Background: an optimization exercise with open tools, aiming at small area. Do not read the settings as production practice.
Only simulation tests tie the RTL to the original design; equivalence was not proved.
Power figures rest on the tool's default switching activity, not on a simulated workload.

==> flow/design.v <==
module bridge_chip (
	input  logic        osc_o,
	input  logic        rst_n,
	input  logic        psel,
	input  logic        penable,
	input  logic        pwrite,
	input  logic [19:0] paddr,
	input  logic [31:0] pwdata,
	output logic        pready,
	output logic [31:0] prdata,
	input  logic        rx_cmd_valid,
	input  logic [15:0] rx_word_count,
	input  logic [1:0]  rx_vc,
	input  logic [5:0]  rx_data_type,
	output logic        tx_cmd_req,
	output logic [15:0] tx_word_count,
	output logic [1:0]  tx_vc,
	output logic [5:0]  tx_data_type,
	input  logic        tx_cmd_ack,
	input  logic        lcd_reset,
	input  logic        dphy_rdy,
	output logic        panel_rst,
	output logic        pstart,
	output logic        link_rst_n
);
	logic [54:0] apb_req_w;
	logic [32:0] apb_rsp_w;
	logic [23:0] rx_cmd_w;
	logic [23:0] tx_cmd_w;
	assign apb_req_w = {psel, penable, pwrite, paddr, pwdata};
	assign pready    = apb_rsp_w[32];
	assign prdata    = apb_rsp_w[31:0];
	assign rx_cmd_w  = {rx_word_count, rx_vc, rx_data_type};
	assign tx_word_count = tx_cmd_w[23:8];
	assign tx_vc         = tx_cmd_w[7:6];
	assign tx_data_type  = tx_cmd_w[5:0];
	bridge_top u_bridge (
		.osc_o        (osc_o),
		.rst_n        (rst_n),
		.apb_req      (apb_req_w),
		.apb_rsp      (apb_rsp_w),
		.rx_cmd_valid (rx_cmd_valid),
		.rx_cmd       (rx_cmd_w),
		.tx_cmd_req   (tx_cmd_req),
		.tx_cmd       (tx_cmd_w),
		.tx_cmd_ack   (tx_cmd_ack),
		.lcd_reset    (lcd_reset),
		.dphy_rdy     (dphy_rdy),
		.panel_rst    (panel_rst),
		.pstart       (pstart),
		.link_rst_n   (link_rst_n)
	);
endmodule

package bridge_pkg;
	typedef logic [31:0] word_t;
	typedef logic [19:0] apb_addr_t;
	typedef logic [1:0]  vc_t;
	typedef logic [5:0]  data_type_t;
	typedef logic [15:0] byte_count_t;
	typedef logic [2:0]  reg_index_t;
	typedef struct packed {
		logic      sel;
		logic      enable;
		logic      write;
		apb_addr_t addr;
		word_t     wdata;
	} apb_req_t;
	typedef struct packed {
		logic  ready;
		word_t rdata;
	} apb_rsp_t;
	typedef struct packed {
		logic       write;
		reg_index_t index;
		word_t      wdata;
	} bank_req_t;
	typedef struct packed {
		byte_count_t word_count;
		vc_t         vc;
		data_type_t  data_type;
	} rx_cmd_t;
	typedef struct packed {
		byte_count_t word_count;
		vc_t         vc;
		data_type_t  data_type;
	} tx_cmd_t;
	typedef enum logic [1:0] {APB_IDLE, APB_WAIT, APB_READY} apb_state_t;
	typedef enum logic {RB_IDLE, RB_REQ} rb_state_t;
	localparam int LINK_WIN_BIT     = 17;
	localparam int LINK_OFFSET_BITS = 10;
	localparam logic [3:0] LOC_FUNC   = 4'h0;
	localparam logic [3:0] LOC_PORT   = 4'h4;
	localparam logic [3:0] LOC_SEL    = 4'h8;
	localparam logic [3:0] LOC_STATUS = 4'hC;
	localparam data_type_t DT_DCS_READ  = 6'h06;
	localparam data_type_t DT_READ_RESP = 6'h21;
	localparam int PORT_START_BIT     = 1;
	localparam int PORT_LINK_RST_BIT  = 2;
	localparam int PORT_PANEL_RST_BIT = 7;
	localparam int STAT_LCD_RESET_BIT = 5;
	localparam int STAT_DPHY_RDY_BIT  = 4;
	localparam int STAT_DROP_BIT      = 3;
endpackage
module apb_port (
	input  logic                  osc_o,
	input  logic                  rst_n,
	input  bridge_pkg::apb_req_t  apb_req,
	output bridge_pkg::apb_rsp_t  apb_rsp,
	input  logic                  link_sel,
	output bridge_pkg::bank_req_t bank_req,
	output logic                  loc_stb,
	output logic                  tx_stb,
	output logic                  rx_stb,
	input  bridge_pkg::word_t     loc_rdata,
	input  bridge_pkg::word_t     tx_rdata,
	input  bridge_pkg::word_t     rx_rdata,
	output logic [3:0]            loc_offset,
	output logic                  link_offset_ok
);
	bridge_pkg::apb_state_t state;
	logic       start;
	logic       link_win;
	logic       loc_hit;
	logic [2:0] rd_pick;
	bridge_pkg::word_t      rd_mux;
	assign start    = (state == bridge_pkg::APB_IDLE) && apb_req.sel && !apb_req.enable;
	assign link_win = apb_req.addr[bridge_pkg::LINK_WIN_BIT];
	assign loc_hit  = (apb_req.addr[$bits(apb_req.addr)-1:4] == '0);
	always_ff @(posedge osc_o) begin
		if (!rst_n) begin
			state <= bridge_pkg::APB_IDLE;
		end else begin
			case (state)
				bridge_pkg::APB_IDLE:  state <= start ? bridge_pkg::APB_WAIT : bridge_pkg::APB_IDLE;
				bridge_pkg::APB_WAIT:  state <= bridge_pkg::APB_READY;
				default:   state <= bridge_pkg::APB_IDLE;
			endcase
		end
	end
	always_ff @(posedge osc_o) begin
		if (!rst_n) begin
			loc_stb <= 1'b0;
			tx_stb  <= 1'b0;
			rx_stb  <= 1'b0;
			rd_pick <= '0;
		end else begin
			loc_stb <= start && loc_hit;
			tx_stb  <= start && link_win && !link_sel;
			rx_stb  <= start && link_win && link_sel;
			if (state == bridge_pkg::APB_WAIT)
				rd_pick <= {rx_stb, tx_stb, loc_stb};
		end
	end
	always_ff @(posedge osc_o) begin
		if (start) begin
			bank_req.write <= apb_req.write;
			bank_req.index <= apb_req.addr[4:2];
			bank_req.wdata <= apb_req.wdata;
			loc_offset     <= apb_req.addr[3:0];
			link_offset_ok <= (apb_req.addr[bridge_pkg::LINK_OFFSET_BITS-1:5] == '0);
		end
	end
	always_comb begin
		case (rd_pick)
			3'b001:  rd_mux = loc_rdata;
			3'b010:  rd_mux = tx_rdata;
			3'b100:  rd_mux = rx_rdata;
			default: rd_mux = '0;
		endcase
	end
	assign apb_rsp.ready = (state == bridge_pkg::APB_READY);
	assign apb_rsp.rdata = apb_rsp.ready ? rd_mux : '0;
endmodule
module ctrl_regs (
	input  logic                  osc_o,
	input  logic                  rst_n,
	input  logic                  loc_stb,
	input  bridge_pkg::bank_req_t bank_req,
	input  logic [3:0]            loc_offset,
	output bridge_pkg::word_t     rdata,
	input  logic                  lcd_reset,
	input  logic                  dphy_rdy,
	input  logic                  drop_flag,
	output logic                  link_sel,
	output logic                  panel_rst,
	output logic                  pstart,
	output logic                  link_rst_n
);
	logic [7:0] func_q;
	logic [7:0] port_q;
	logic       drop_q;
	logic       wr_en;
	bridge_pkg::word_t      status;
	bridge_pkg::word_t      rd_word;
	assign wr_en = loc_stb && bank_req.write;
	always_comb begin
		status                     = '0;
		status[bridge_pkg::STAT_LCD_RESET_BIT] = lcd_reset;
		status[bridge_pkg::STAT_DPHY_RDY_BIT]  = dphy_rdy;
		status[bridge_pkg::STAT_DROP_BIT]      = drop_q;
	end
	always_comb begin
		case (loc_offset)
			bridge_pkg::LOC_FUNC:   rd_word = {24'h0, func_q};
			bridge_pkg::LOC_PORT:   rd_word = {24'h0, port_q};
			bridge_pkg::LOC_SEL:    rd_word = {31'h0, link_sel};
			bridge_pkg::LOC_STATUS: rd_word = status;
			default:    rd_word = '0;
		endcase
	end
	always_ff @(posedge osc_o) begin
		if (!rst_n) begin
			func_q     <= '0;
			port_q     <= '0;
			link_sel   <= 1'b0;
			drop_q     <= 1'b0;
			rdata      <= '0;
			panel_rst  <= 1'b0;
			pstart     <= 1'b0;
			link_rst_n <= 1'b0;
		end else begin
			if (wr_en && loc_offset == bridge_pkg::LOC_FUNC)
				func_q <= bank_req.wdata[7:0];
			if (wr_en && loc_offset == bridge_pkg::LOC_PORT)
				port_q <= bank_req.wdata[7:0];
			if (wr_en && loc_offset == bridge_pkg::LOC_SEL)
				link_sel <= bank_req.wdata[0];
			if (drop_flag)
				drop_q <= 1'b1;
			else if (wr_en && loc_offset == bridge_pkg::LOC_STATUS)
				drop_q <= 1'b0;
			rdata <= loc_stb ? rd_word : '0;
			panel_rst  <= func_q[0] && port_q[bridge_pkg::PORT_PANEL_RST_BIT];
			pstart     <= func_q[0] && port_q[bridge_pkg::PORT_START_BIT];
			link_rst_n <= func_q[0] && port_q[bridge_pkg::PORT_LINK_RST_BIT];
		end
	end
endmodule
module link_regs (
	input  logic                  osc_o,
	input  logic                  rst_n,
	input  logic                  stb,
	input  logic                  offset_ok,
	input  bridge_pkg::bank_req_t bank_req,
	output bridge_pkg::word_t     rdata,
	output bridge_pkg::word_t     word0
);
	bridge_pkg::word_t regs [8];
	logic  hit;
	assign hit = stb && offset_ok;
	always_ff @(posedge osc_o) begin
		if (!rst_n) begin
			for (int i = 0; i < 8; i++)
				regs[i] <= '0;
		end else if (hit && bank_req.write) begin
			regs[bank_req.index] <= bank_req.wdata;
		end
	end
	always_ff @(posedge osc_o) begin
		if (!rst_n)
			rdata <= '0;
		else if (hit)
			rdata <= regs[bank_req.index];
		else
			rdata <= '0;
	end
	assign word0 = regs[0];
endmodule
module readback_engine (
	input  logic                osc_o,
	input  logic                rst_n,
	input  logic                rx_cmd_valid,
	input  bridge_pkg::rx_cmd_t rx_cmd,
	input  bridge_pkg::word_t   tx_word0,
	input  bridge_pkg::word_t   rx_word0,
	output logic                tx_cmd_req,
	output bridge_pkg::tx_cmd_t tx_cmd,
	input  logic                tx_cmd_ack,
	output logic                drop_flag
);
	bridge_pkg::rb_state_t state;
	logic      is_dcs_read;
	logic      accept;
	logic      busy_hit;
	logic [7:0] id_byte;
	assign is_dcs_read = rx_cmd_valid && (rx_cmd.data_type == bridge_pkg::DT_DCS_READ);
	assign accept      = is_dcs_read && (state == bridge_pkg::RB_IDLE) && tx_word0[2];
	assign busy_hit    = is_dcs_read && (state == bridge_pkg::RB_REQ);
	assign id_byte = rx_word0[{rx_cmd.word_count[1:0], 3'b000} +: 8];
	always_ff @(posedge osc_o) begin
		if (!rst_n) begin
			state <= bridge_pkg::RB_IDLE;
		end else begin
			case (state)
				bridge_pkg::RB_IDLE: begin
					if (accept)
						state <= bridge_pkg::RB_REQ;
				end
				default: begin
					if (tx_cmd_ack)
						state <= bridge_pkg::RB_IDLE;
				end
			endcase
		end
	end
	always_ff @(posedge osc_o) begin
		if (!rst_n) begin
			tx_cmd <= '0;
		end else if (accept) begin
			tx_cmd.vc         <= tx_word0[1:0];
			tx_cmd.data_type  <= bridge_pkg::DT_READ_RESP;
			tx_cmd.word_count <= {8'h00, id_byte};
		end
	end
	always_ff @(posedge osc_o) begin
		if (!rst_n)
			drop_flag <= 1'b0;
		else
			drop_flag <= busy_hit;
	end
	assign tx_cmd_req = (state == bridge_pkg::RB_REQ);
endmodule
module bridge_top (
	input  logic                osc_o,
	input  logic                rst_n,
	input  bridge_pkg::apb_req_t apb_req,
	output bridge_pkg::apb_rsp_t apb_rsp,
	input  logic                rx_cmd_valid,
	input  bridge_pkg::rx_cmd_t rx_cmd,
	output logic                tx_cmd_req,
	output bridge_pkg::tx_cmd_t tx_cmd,
	input  logic                tx_cmd_ack,
	input  logic                lcd_reset,
	input  logic                dphy_rdy,
	output logic                panel_rst,
	output logic                pstart,
	output logic                link_rst_n
);
	bridge_pkg::bank_req_t  bank_req;
	logic       loc_stb;
	logic       tx_stb;
	logic       rx_stb;
	bridge_pkg::word_t      loc_rdata;
	bridge_pkg::word_t      tx_rdata;
	bridge_pkg::word_t      rx_rdata;
	logic [3:0] loc_offset;
	logic       link_offset_ok;
	logic       link_sel;
	logic       drop_flag;
	bridge_pkg::word_t      tx_word0;
	bridge_pkg::word_t      rx_word0;
	apb_port u_apb_port (
		.osc_o          (osc_o),
		.rst_n          (rst_n),
		.apb_req        (apb_req),
		.apb_rsp        (apb_rsp),
		.link_sel       (link_sel),
		.bank_req       (bank_req),
		.loc_stb        (loc_stb),
		.tx_stb         (tx_stb),
		.rx_stb         (rx_stb),
		.loc_rdata      (loc_rdata),
		.tx_rdata       (tx_rdata),
		.rx_rdata       (rx_rdata),
		.loc_offset     (loc_offset),
		.link_offset_ok (link_offset_ok)
	);
	ctrl_regs u_ctrl_regs (
		.osc_o      (osc_o),
		.rst_n      (rst_n),
		.loc_stb    (loc_stb),
		.bank_req   (bank_req),
		.loc_offset (loc_offset),
		.rdata      (loc_rdata),
		.lcd_reset  (lcd_reset),
		.dphy_rdy   (dphy_rdy),
		.drop_flag  (drop_flag),
		.link_sel   (link_sel),
		.panel_rst  (panel_rst),
		.pstart     (pstart),
		.link_rst_n (link_rst_n)
	);
	link_regs u_tx_regs (
		.osc_o     (osc_o),
		.rst_n     (rst_n),
		.stb       (tx_stb),
		.offset_ok (link_offset_ok),
		.bank_req  (bank_req),
		.rdata     (tx_rdata),
		.word0     (tx_word0)
	);
	link_regs u_rx_regs (
		.osc_o     (osc_o),
		.rst_n     (rst_n),
		.stb       (rx_stb),
		.offset_ok (link_offset_ok),
		.bank_req  (bank_req),
		.rdata     (rx_rdata),
		.word0     (rx_word0)
	);
	readback_engine u_readback_engine (
		.osc_o        (osc_o),
		.rst_n        (rst_n),
		.rx_cmd_valid (rx_cmd_valid),
		.rx_cmd       (rx_cmd),
		.tx_word0     (tx_word0),
		.rx_word0     (rx_word0),
		.tx_cmd_req   (tx_cmd_req),
		.tx_cmd       (tx_cmd),
		.tx_cmd_ack   (tx_cmd_ack),
		.drop_flag    (drop_flag)
	);
endmodule
==> flow/run.sh <==
#!/bin/bash
# synth_recipe.tcl (not shown) runs the flow's synth.tcl, then flattens the netlist and writes it again
# the make line also repeats each setting of config.mk as NAME=value (left out here)
make -C /OpenROAD-flow-scripts/flow DESIGN_CONFIG=/design/flow/config.mk WORK_HOME=/design/flow/orfs CLKGATE_MAP_FILE= SYNTH_SCRIPT=/design/flow/synth_recipe.tcl finish
==> flow/config.mk <==
export PLATFORM = sky130hd
export DESIGN_NAME = bridge_chip
export DESIGN_NICKNAME = bridge_chip
export VERILOG_FILES = /design/flow/design.v
export SDC_FILE = /design/flow/constraint.sdc
export NUM_CORES = 4
export LEC_CHECK = 0
export CAP_MARGIN = 20
export CORE_MARGIN = 2
export CORE_UTILIZATION = 40
export SLEW_MARGIN = 20
==> flow/constraint.sdc <==
create_clock -name core_clock -period 5.0 [get_ports {osc_o}]
set_input_delay 1.0000 -clock core_clock [delete_from_list [all_inputs] [get_ports {osc_o}]]
set_output_delay 1.0000 -clock core_clock [all_outputs]
set_load 0.01 [all_outputs]
==> results.txt <==
Wirelength per Cell=25.0 um; post-synthesis cell count=2189; Post-Syn Area per Cell=12.8 sq um; drt drc=0; # IOs=approximately 150; detailed router's first-iteration violation count=~1900; routability cong.=0.853; post-synth top area cell=edfxtp_1; Synth area leaders=edfxtp_1 (59%), dfxtp_1 (8.1%), nor2_1 (7.7%); LEAKAGE=11.0 nW; Clk pwr share=a little over two fifths; total core area=between 60000 and 70000 sq um; Internal Power=around 9.4 mW; Area after DPL=30200 sq um; Worst Setup End Kind=output port; grt ovf=0; post-placement setup slack=0.952 ns; shortest period the worst path allows=approximately 4.1 ns; CP cell instances=xor2_1 > o211ai_1 > buf_4 > nor2_1 > clkdlybuf4s50_1; H-Tree Depth=3; Placed Cells=3136; die area=72200 sq um; RSZ-0062 raised after global routing=false; Seq pwr share=51.7%; largest net degree at the start of global routing=89; crit path kind=reg -> out; CP Launch Type=flip-flop; WL final=81.7 mm; hold buffer count at CTS=0; area fraction of the dominant cell type after synthesis=59.0%; DP HPWL=48.5 mm; DIE WIDTH=roughly 270 um; starting density of the core=40.2%; number of buffers added on ports=117; Async S/R FF share, synth=0%; final instance area=between 30000 and 40000 sq um; DR vias/cell=5.59; Fin. Hold Viols=0; gr usage total=22.7%; r2r endpoint=u_bridge.u_rx_regs.regs[2][9]; total number of yosys warnings=4; Worst Reg-to-Reg Cells=5; Max-Cap Viols=0; Ant. Diodes=0; fraction of the yosys area taken by sequential cells=about two thirds; Post-DRT Antenna Nets=0; initial antenna violation count=2; Post-synth EDFFs=551; Post-synth top flop=edfxtp_1; Worst-path clk slew=0.06 ns; # setup viols final=0; Slew @ Worst Pin=roughly 1.2 ns; max-slew violations=0; total CTS buffers=70; worst vdd ir=0.223 mV; Tot Pwr=12.0 mW; setup_tns=0 ns; Setup WS post-layout=0.852 ns; TritonCTS clock tree=done; CTS Sinks=665; worst hold stages=1; CTS Buffer Depth=3; worst skew pair latency=0.63 ns; Combinational Power Share=5.1%; WHS Endpoint=u_bridge.u_apb_port.tx_stb; Critical Path RT=4.00 ns; global-route wire length before repair=118 mm; Largest stage delay, worst path=0.86 ns; period utilization=83.0%; total number of vias=about 18000; Crit Path Max Fanout=32; status=complete, no violations; pwr dens=370 nW/um^2; FMAX=roughly 0.24 GHz; NetSw=2.64 mW; clk root buf=clkbuf_16; r2r setup slk=1.68 ns; share of cells above drive strength 1=12.2%; Final nets=2353; Post-CTS Setup Repair Bufs=0; post-route insts no fill=roughly 3300; Yosys reg bits=around 670; Hold Startpoint=u_bridge.u_ctrl_regs.link_sel; Syn Std Cell Area=28000 sq um; drt first pass iters=5; number of gates resized after CTS=0; Distinct cells, synth=59; final setup skew=0.0257 ns; Rows=97; slowest cell on the critical path=dfxtp_1; Critical R2R Launch=u_bridge.u_apb_port.bank_req[34]; worst path arrival time=3.15 ns; P&R area growth vs syn=15.7%; Die Ht=269 um; hold crit path type=reg -> reg; via count of the first global-routing pass=~18000; switching portion of total power=between 20% and 30%; Slew HR=approximately a fifth
## sequential cells by signal, indices dropped and copies added, names as in the netlist
name / flops
u_bridge.u_apb_port.loc_stb: 1
u_bridge.u_readback_engine.tx_cmd: 11
u_bridge.u_apb_port.rx_stb: 1
u_bridge.u_ctrl_regs.drop_q: 1
u_bridge.u_ctrl_regs.link_rst_n: 1
u_bridge.u_ctrl_regs.port_q: 8
u_bridge.u_tx_regs.rdata: 32
u_bridge.u_apb_port.loc_offset: 3
u_bridge.u_rx_regs.regs: 256
u_bridge.u_ctrl_regs.link_sel: 1
u_bridge.u_ctrl_regs.panel_rst: 1
u_bridge.u_rx_regs.rdata: 32
u_bridge.u_ctrl_regs.rdata: 8
u_bridge.u_readback_engine.drop_flag: 1
u_bridge.u_apb_port.rd_pick: 3
u_bridge.u_apb_port.bank_req: 35
u_bridge.u_ctrl_regs.func_q: 8
u_bridge.u_apb_port.tx_stb: 1
u_bridge.u_apb_port.state: 2
u_bridge.u_tx_regs.regs: 256
u_bridge.u_readback_engine.state: 1
u_bridge.u_ctrl_regs.pstart: 1
u_bridge.u_apb_port.link_offset_ok: 1
## layout make-up
cell class | count | area (sq um)
multi-input combinational | 1352 | 8420
sequential | 665 | 18800
clock inverter | 20 | 199
clock buffer | 107 | 2070
timing repair buffer | 179 | 1750
tap | 940 | 1180
fill | 6210 | 37200
## Yosys cell counts (3+ instances only)
cell type / number
and3_1: 6
nor2_1: 577
o221ai_1: 57
nand3_1: 5
a22o_1: 7
dfxtp_1: 114
o21ai_0: 42
a21o_1: 8
a211oi_1: 27
and2_1: 4
clkbuf_1: 52
a22oi_1: 24
mux2_2: 56
o22a_1: 57
buf_4: 16
o311ai_1: 7
nand3b_1: 18
mux4_2: 22
buf_1: 9
buf_12: 6
nand2_1: 180
nor4_1: 3
mux2i_1: 144
nor2b_1: 10
nand2b_1: 4
edfxtp_1: 551
nand4_1: 9
buf_8: 4
or2_1: 3
buf_2: 81
buf_6: 14
a21oi_1: 37
a211oi_2: 5
## critical path: cells and delay by family, from the launching register on
family                 cells  cell delay (ns)
AO/OA/AOI/OAI              1             0.10
XOR/XNOR                   1             0.20
buffers and inverters      2             0.96
flip-flops                 1             0.86
AND/OR/NAND/NOR            1             0.42
## metal layers
metal,wire (um),global-route usage (%)
met5,10,0
met4,2490,8.09
met2,38700,37.1
met3,6780,4.18
met1,33600,30.2
## worst max-delay path by stage
stage	from	end	slack, ns	cells after the start
6_report	u_bridge.u_apb_port.rd_pick[0]	prdata[16]	0.85	5
5_1_grt	u_bridge.u_apb_port.rd_pick[0]	prdata[16]	0.70	5
4_1_cts	u_bridge.u_apb_port.rd_pick[0]	prdata[16]	0.87	5
3_5_place_dp	rst_n	u_bridge.u_rx_regs.regs[2][13]	0.95	5
3_3_place_gp	rst_n	u_bridge.u_rx_regs.regs[2][12]	1.02	5
2_1_floorplan	rst_n	u_bridge.u_tx_regs.regs[6][0]	0.54	5
## stage by stage
stage          util (%)  hold WS [ns]
2_1_floorplan         -         0.422
5_1_grt            46.6         0.483
4_1_cts            46.6         0.466
3_5_place_dp       43.3         0.452
6_report           46.6         0.462
3_3_place_gp       43.3         0.445
## power by group through the flow
stage | clock network (mW) | logic [mW] | registers, mW
6_report | 5.18 | 0.617 | 6.21
5_1_grt | 5.43 | 0.653 | 6.23
4_1_cts | 5.24 | 0.617 | 6.21
3_5_place_dp | 0 | 0.615 | 6.33
3_3_place_gp | 0 | 0.608 | 6.32
2_1_floorplan | 0 | 0.359 | 6.31
## cell usage in the layout (no fill, tap or decap), types with 5 or more instances in the layout
cell,synthesis,routed
a211oi_1,27,27
a211oi_2,5,5
a21o_1,8,8
a21oi_1,37,37
a22o_1,7,7
a22oi_1,24,24
and3_1,6,6
buf_12,6,9
buf_4,16,54
clkbuf_1,52,22
clkbuf_16,0,74
clkbuf_8,0,9
clkdlybuf4s50_1,0,116
clkinv_2,0,8
conb_1,1,12
dfxtp_1,114,114
edfxtp_1,551,551
mux2_2,56,56
mux2i_1,144,144
mux4_2,22,22
nand2_1,180,178
nand3b_1,18,18
nand4_1,9,9
nor2_1,577,577
nor2b_1,10,8
o21ai_0,42,27
o21ai_4,0,16
o221ai_1,57,57
o22a_1,57,57
o311ai_1,7,7
## logic make-up after synthesis
logic type | share of synthesized area (%)
other | 0.0134
AOI/OAI and AO/OA | 7.37
DFF | 67.2
and+or+nand+nor | 12.3
buffers and inverters | 3.92
xor gates and xnor gates | 0.0313
muxes | 9.20

## afterwards: timing with drivers on the ports
The flow's constraints put no driver on any port. The routed layout listed below was extracted and timed again, unchanged, in two steps. Step 1 sets driving cells, clkbuf_16 on the clock port and buf_2 on the other inputs (assumed; they add their load-dependent delay and slew). Step 2, shift: input delay + t, output delay - t, t = (earliest + latest rising clock arrival at the registers) / 2. This alone moves slack from input paths to output paths. Three values: ideal ports, drivers, drivers and shift; two values: the first two.
t (ns): 0.675
setup WS [ns]: 0.852 / 0.791 / 0.923
cell pins on the clock port's net: 1
After both steps this run still meets setup and hold. For this run, drivers alone change the setup slack by -0.061 ns; drivers and shift together by +0.071 ns.
